Background: an optimization exercise with open tools, aiming at small area and a short achievable clock period. Do not read the settings as production practice. Function was checked by simulation only, so behaviour that the tests miss may differ from the original.

==> run a <==
==> flow/design.v <==
package que_hs_pkg;
   localparam int WORD_WIDTH    = 256;
   localparam int DEFAULT_DEPTH = 8;
   localparam int STATUS_CNT_W  = 16;
   typedef struct packed {
      logic [STATUS_CNT_W-1:0] count;
      logic                    almost_full;
      logic                    almost_empty;
      logic                    overflow;
   } que_status_t;
endpackage
module que_ptr
#(
   parameter int DEPTH = que_hs_pkg::DEFAULT_DEPTH,
   parameter int PW    = $clog2(DEPTH)
) (
   input  logic          clk,
   input  logic          rst,
   input  logic          inc,
   input  logic          clr,
   output logic [PW-1:0] ptr
);
   localparam logic [PW-1:0] LAST = PW'(DEPTH - 1);
   always_ff @(posedge clk) begin
      if (rst || clr) begin
         ptr <= '0;
      end else if (inc) begin
         ptr <= (ptr == LAST) ? '0 : ptr + PW'(1);
      end
   end
endmodule
module que_hs
#(
   parameter int WIDTH    = que_hs_pkg::WORD_WIDTH,
   parameter int DEPTH    = que_hs_pkg::DEFAULT_DEPTH,
   parameter int AF_LEVEL = DEPTH - 1,
   parameter int AE_LEVEL = 1
) (
   input  logic                       clk,
   input  logic                       rst,
   input  logic                       flush,
   input  logic                       in_valid,
   output logic                       in_ready,
   input  logic [WIDTH-1:0]           in_data,
   output logic                       out_valid,
   input  logic                       out_ready,
   output logic [WIDTH-1:0]           out_data,
   output logic [$clog2(DEPTH+1)-1:0] count,
   output logic                       almost_full,
   output logic                       almost_empty,
   output logic                       overflow
);
   localparam int CW = $clog2(DEPTH + 1);
   localparam int PW = $clog2(DEPTH);
   localparam logic [que_hs_pkg::STATUS_CNT_W-1:0] DEPTH_C = que_hs_pkg::STATUS_CNT_W'(DEPTH);
   localparam logic [que_hs_pkg::STATUS_CNT_W-1:0] AF_C    = que_hs_pkg::STATUS_CNT_W'(AF_LEVEL);
   localparam logic [que_hs_pkg::STATUS_CNT_W-1:0] AE_C    = que_hs_pkg::STATUS_CNT_W'(AE_LEVEL);
   localparam logic [que_hs_pkg::STATUS_CNT_W-1:0] ONE_C   = que_hs_pkg::STATUS_CNT_W'(1);
   if (DEPTH < 2) begin : g_bad_depth
      $error("que_hs: DEPTH must be >= 2");
   end
   if (CW > que_hs_pkg::STATUS_CNT_W) begin : g_bad_depth_max
      $error("que_hs: DEPTH too large for status count field");
   end
   if (AF_LEVEL < 1 || AF_LEVEL > DEPTH) begin : g_bad_af
      $error("que_hs: AF_LEVEL must be within 1..DEPTH");
   end
   if (AE_LEVEL < 0 || AE_LEVEL > DEPTH - 1) begin : g_bad_ae
      $error("que_hs: AE_LEVEL must be within 0..DEPTH-1");
   end
   logic [WIDTH-1:0] mem [DEPTH];
   logic [PW-1:0]    head;
   logic [PW-1:0]    tail;
   que_hs_pkg::que_status_t      status_q;
   que_hs_pkg::que_status_t      status_d;
   logic             push;
   logic             pop;
   logic             drop;
   assign in_ready  = (status_q.count != DEPTH_C);
   assign out_valid = (status_q.count != '0);
   assign push = in_valid & in_ready;
   assign pop  = out_valid & out_ready;
   assign drop = in_valid & ~in_ready;
   always_comb begin
      status_d = status_q;
      if (flush) begin
         status_d.count    = '0;
         status_d.overflow = 1'b0;
      end else begin
         case ({push, pop})
            2'b10:   status_d.count = status_q.count + ONE_C;
            2'b01:   status_d.count = status_q.count - ONE_C;
            default: status_d.count = status_q.count;
         endcase
         if (drop) begin
            status_d.overflow = 1'b1;
         end
      end
      status_d.almost_full  = (status_d.count >= AF_C);
      status_d.almost_empty = (status_d.count <= AE_C);
   end
   always_ff @(posedge clk) begin
      if (rst) begin
         status_q.count        <= '0;
         status_q.almost_full  <= 1'b0;
         status_q.almost_empty <= 1'b1;
         status_q.overflow     <= 1'b0;
      end else begin
         status_q <= status_d;
      end
   end
   always_ff @(posedge clk) begin
      if (push && !flush && !rst) begin
         mem[tail] <= in_data;
      end
   end
   que_ptr #(
      .DEPTH (DEPTH),
      .PW    (PW)
   ) u_head (
      .clk   (clk),
      .rst   (rst),
      .inc   (pop & ~flush),
      .clr   (flush),
      .ptr   (head)
   );
   que_ptr #(
      .DEPTH (DEPTH),
      .PW    (PW)
   ) u_tail (
      .clk   (clk),
      .rst   (rst),
      .inc   (push & ~flush),
      .clr   (flush),
      .ptr   (tail)
   );
   assign out_data     = mem[head];
   assign count        = status_q.count[CW-1:0];
   assign almost_full  = status_q.almost_full;
   assign almost_empty = status_q.almost_empty;
   assign overflow     = status_q.overflow;
endmodule
==> flow/run.sh <==
#!/bin/bash
# synth_recipe.tcl (not shown) runs the flow's synth.tcl, then flattens the netlist and writes it again
# the make line also repeats each setting of config.mk as NAME=value (left out here)
make -C /OpenROAD-flow-scripts/flow DESIGN_CONFIG=/design/flow/config.mk WORK_HOME=/design/flow/orfs CLKGATE_MAP_FILE= SYNTH_SCRIPT=/design/flow/synth_recipe.tcl finish
==> flow/config.mk <==
export PLATFORM = sky130hd
export DESIGN_NAME = que_hs
export DESIGN_NICKNAME = que_hs
export VERILOG_FILES = /design/flow/design.v
export SDC_FILE = /design/flow/constraint.sdc
export NUM_CORES = 4
export LEC_CHECK = 0
export CAP_MARGIN = 20
export CORE_MARGIN = 2
export CORE_UTILIZATION = 40
export SLEW_MARGIN = 20
==> flow/constraint.sdc <==
create_clock -name core_clock -period 5.0 [get_ports {clk}]
set_input_delay 1.0000 -clock core_clock [delete_from_list [all_inputs] [get_ports {clk}]]
set_output_delay 1.0000 -clock core_clock [all_outputs]
set_load 0.01 [all_outputs]
==> run b (differences from run a) <==
==> flow/design.v (replaced) <==
package que_hs_pkg;
   localparam int WORD_WIDTH    = 256;
   localparam int DEFAULT_DEPTH = 8;
endpackage
module que_ptr
#(
   parameter int N = que_hs_pkg::DEFAULT_DEPTH - 1
) (
   input  logic         clk,
   input  logic         rst,
   input  logic         inc,
   input  logic         clr,
   output logic [N-1:0] ptr,
   output logic [N-1:0] ptr_d
);
   always_comb begin
      if (rst || clr) begin
         ptr_d = N'(1);
      end else if (inc) begin
         ptr_d = {ptr[N-2:0], ptr[N-1]};
      end else begin
         ptr_d = ptr;
      end
   end
   always_ff @(posedge clk) begin
      ptr <= ptr_d;
   end
endmodule
module que_hs
#(
   parameter int WIDTH    = que_hs_pkg::WORD_WIDTH,
   parameter int DEPTH    = que_hs_pkg::DEFAULT_DEPTH,
   parameter int AF_LEVEL = DEPTH - 1,
   parameter int AE_LEVEL = 1
) (
   input  logic                       clk,
   input  logic                       rst,
   input  logic                       flush,
   input  logic                       in_valid,
   output logic                       in_ready,
   input  logic [WIDTH-1:0]           in_data,
   output logic                       out_valid,
   input  logic                       out_ready,
   output logic [WIDTH-1:0]           out_data,
   output logic [$clog2(DEPTH+1)-1:0] count,
   output logic                       almost_full,
   output logic                       almost_empty,
   output logic                       overflow
);
   localparam int CW = $clog2(DEPTH + 1);
   localparam int MD = DEPTH - 1;    
   logic [CW-1:0] cnt_q, cnt_d;
   logic          in_ready_q;       
   logic          out_valid_q;      
   logic          one_q;            
   logic          af_q, ae_q, ovf_q;
   logic push, pop, drop;
   assign push = in_valid  & in_ready_q;
   assign pop  = out_ready & out_valid_q;
   assign drop = in_valid  & ~in_ready_q;
   always_comb begin
      if (flush) begin
         cnt_d = '0;
      end else begin
         case ({push, pop})
            2'b10:   cnt_d = cnt_q + CW'(1);
            2'b01:   cnt_d = cnt_q - CW'(1);
            default: cnt_d = cnt_q;
         endcase
      end
   end
   always_ff @(posedge clk) begin
      if (rst) begin
         cnt_q       <= '0;
         in_ready_q  <= 1'b1;
         out_valid_q <= 1'b0;
         one_q       <= 1'b0;
         af_q        <= 1'b0;
         ae_q        <= 1'b1;
         ovf_q       <= 1'b0;
      end else begin
         cnt_q       <= cnt_d;
         in_ready_q  <= (cnt_d != CW'(DEPTH));
         out_valid_q <= (cnt_d != '0);
         one_q       <= (cnt_d == CW'(1));
         af_q        <= (cnt_d >= CW'(AF_LEVEL));
         ae_q        <= (cnt_d <= CW'(AE_LEVEL));
         ovf_q       <= flush ? 1'b0 : (ovf_q | drop);
      end
   end
   logic          wr_inc, rd_inc;
   logic [MD-1:0] wr_oh, rd_oh, rd_oh_d;
   logic [MD-1:0] rdm_q;            
   assign wr_inc = push & out_valid_q & ~(one_q & out_ready);
   assign rd_inc = out_ready & (|rdm_q);
   que_ptr #(.N(MD)) u_wr (
      .clk   (clk),
      .rst   (rst),
      .inc   (wr_inc),
      .clr   (flush),
      .ptr   (wr_oh),
      .ptr_d ()
   );
   que_ptr #(.N(MD)) u_rd (
      .clk   (clk),
      .rst   (rst),
      .inc   (rd_inc),
      .clr   (flush),
      .ptr   (rd_oh),
      .ptr_d (rd_oh_d)
   );
   always_ff @(posedge clk) begin
      if (rst) begin
         rdm_q <= '0;
      end else begin
         rdm_q <= (cnt_d >= CW'(2)) ? rd_oh_d : '0;
      end
   end
   logic [MD-1:0][WIDTH-1:0] mem_q;
   logic [WIDTH-1:0]         out_q, out_d;
   for (genvar k = 0; k < MD; k++) begin : g_mem
      always_ff @(posedge clk) begin
         if (wr_oh[k] & in_ready_q) begin
            mem_q[k] <= in_data;
         end
      end
   end
   logic          sel_in, sel_hold;
   logic [MD-1:0] sel_mem;
   assign sel_in   = ~out_valid_q | (out_ready & one_q);
   assign sel_hold = out_valid_q & ~out_ready;
   assign sel_mem  = {MD{out_ready}} & rdm_q;
   always_comb begin
      out_d = ({WIDTH{sel_in}} & in_data) | ({WIDTH{sel_hold}} & out_q);
      for (int k = 0; k < MD; k++) begin
         out_d = out_d | ({WIDTH{sel_mem[k]}} & mem_q[k]);
      end
   end
   always_ff @(posedge clk) begin
      out_q <= out_d;
   end
   assign in_ready     = in_ready_q;
   assign out_valid    = out_valid_q;
   assign out_data     = out_q;
   assign count        = cnt_q;
   assign almost_full  = af_q;
   assign almost_empty = ae_q;
   assign overflow     = ovf_q;
endmodule
==> comparison <==
Run b finished with timing, DRC and antenna clean. Run a finished clean.
In run b the via count is larger than in run a, by 15%.
Between run b and run a, the lower final area is in run b (gap 7.6%, measured against run a).
In run a the register-to-register slack is lower than in run b, by 1.4 ns.
Against run a, the setup slack of run b is higher by 1.3 ns.
In run a the first-iteration DRC count is smaller than in run b, by 33%.
Hold slack: run b is worse than run a (0.055 ns).

==> separate check: timing with driven ports <==
The results above use ideal ports. As a check the final layouts listed here were re-extracted and re-timed, cells and wires unchanged.
Step 1 (the two cells are an assumption about what drives the block):
set clk [get_ports {clk}]
set_driving_cell -lib_cell sky130_fd_sc_hd__clkbuf_16 $clk
set_driving_cell -lib_cell sky130_fd_sc_hd__buf_2 [delete_from_list [all_inputs] $clk]
Step 2 also shifts input and output timing later by t, the mid clock arrival at the registers, as if the neighbouring blocks saw the same clock.
a / b / c = ideal / step 1 / step 2; a / b = the first two.
run | shift t [ns] | setup WS [ns] | worst setup path after step 2 | latest minus earliest clock arrival (ns) | worst register clock-pin slew, ns
run a | 0.911 | 0.406 / 0.318 / 0.469 | input to register | 0.047 / 0.046 | 0.06 / 0.06
run b | 0.920 | 1.669 / 1.728 / 0.808 | input to register | 0.044 / 0.044 | 0.07 / 0.07
After both steps every run listed still meets setup and hold. The setup slack of run b, which loses most, moves by +0.059 ns with the drivers and by -0.861 ns with both steps.
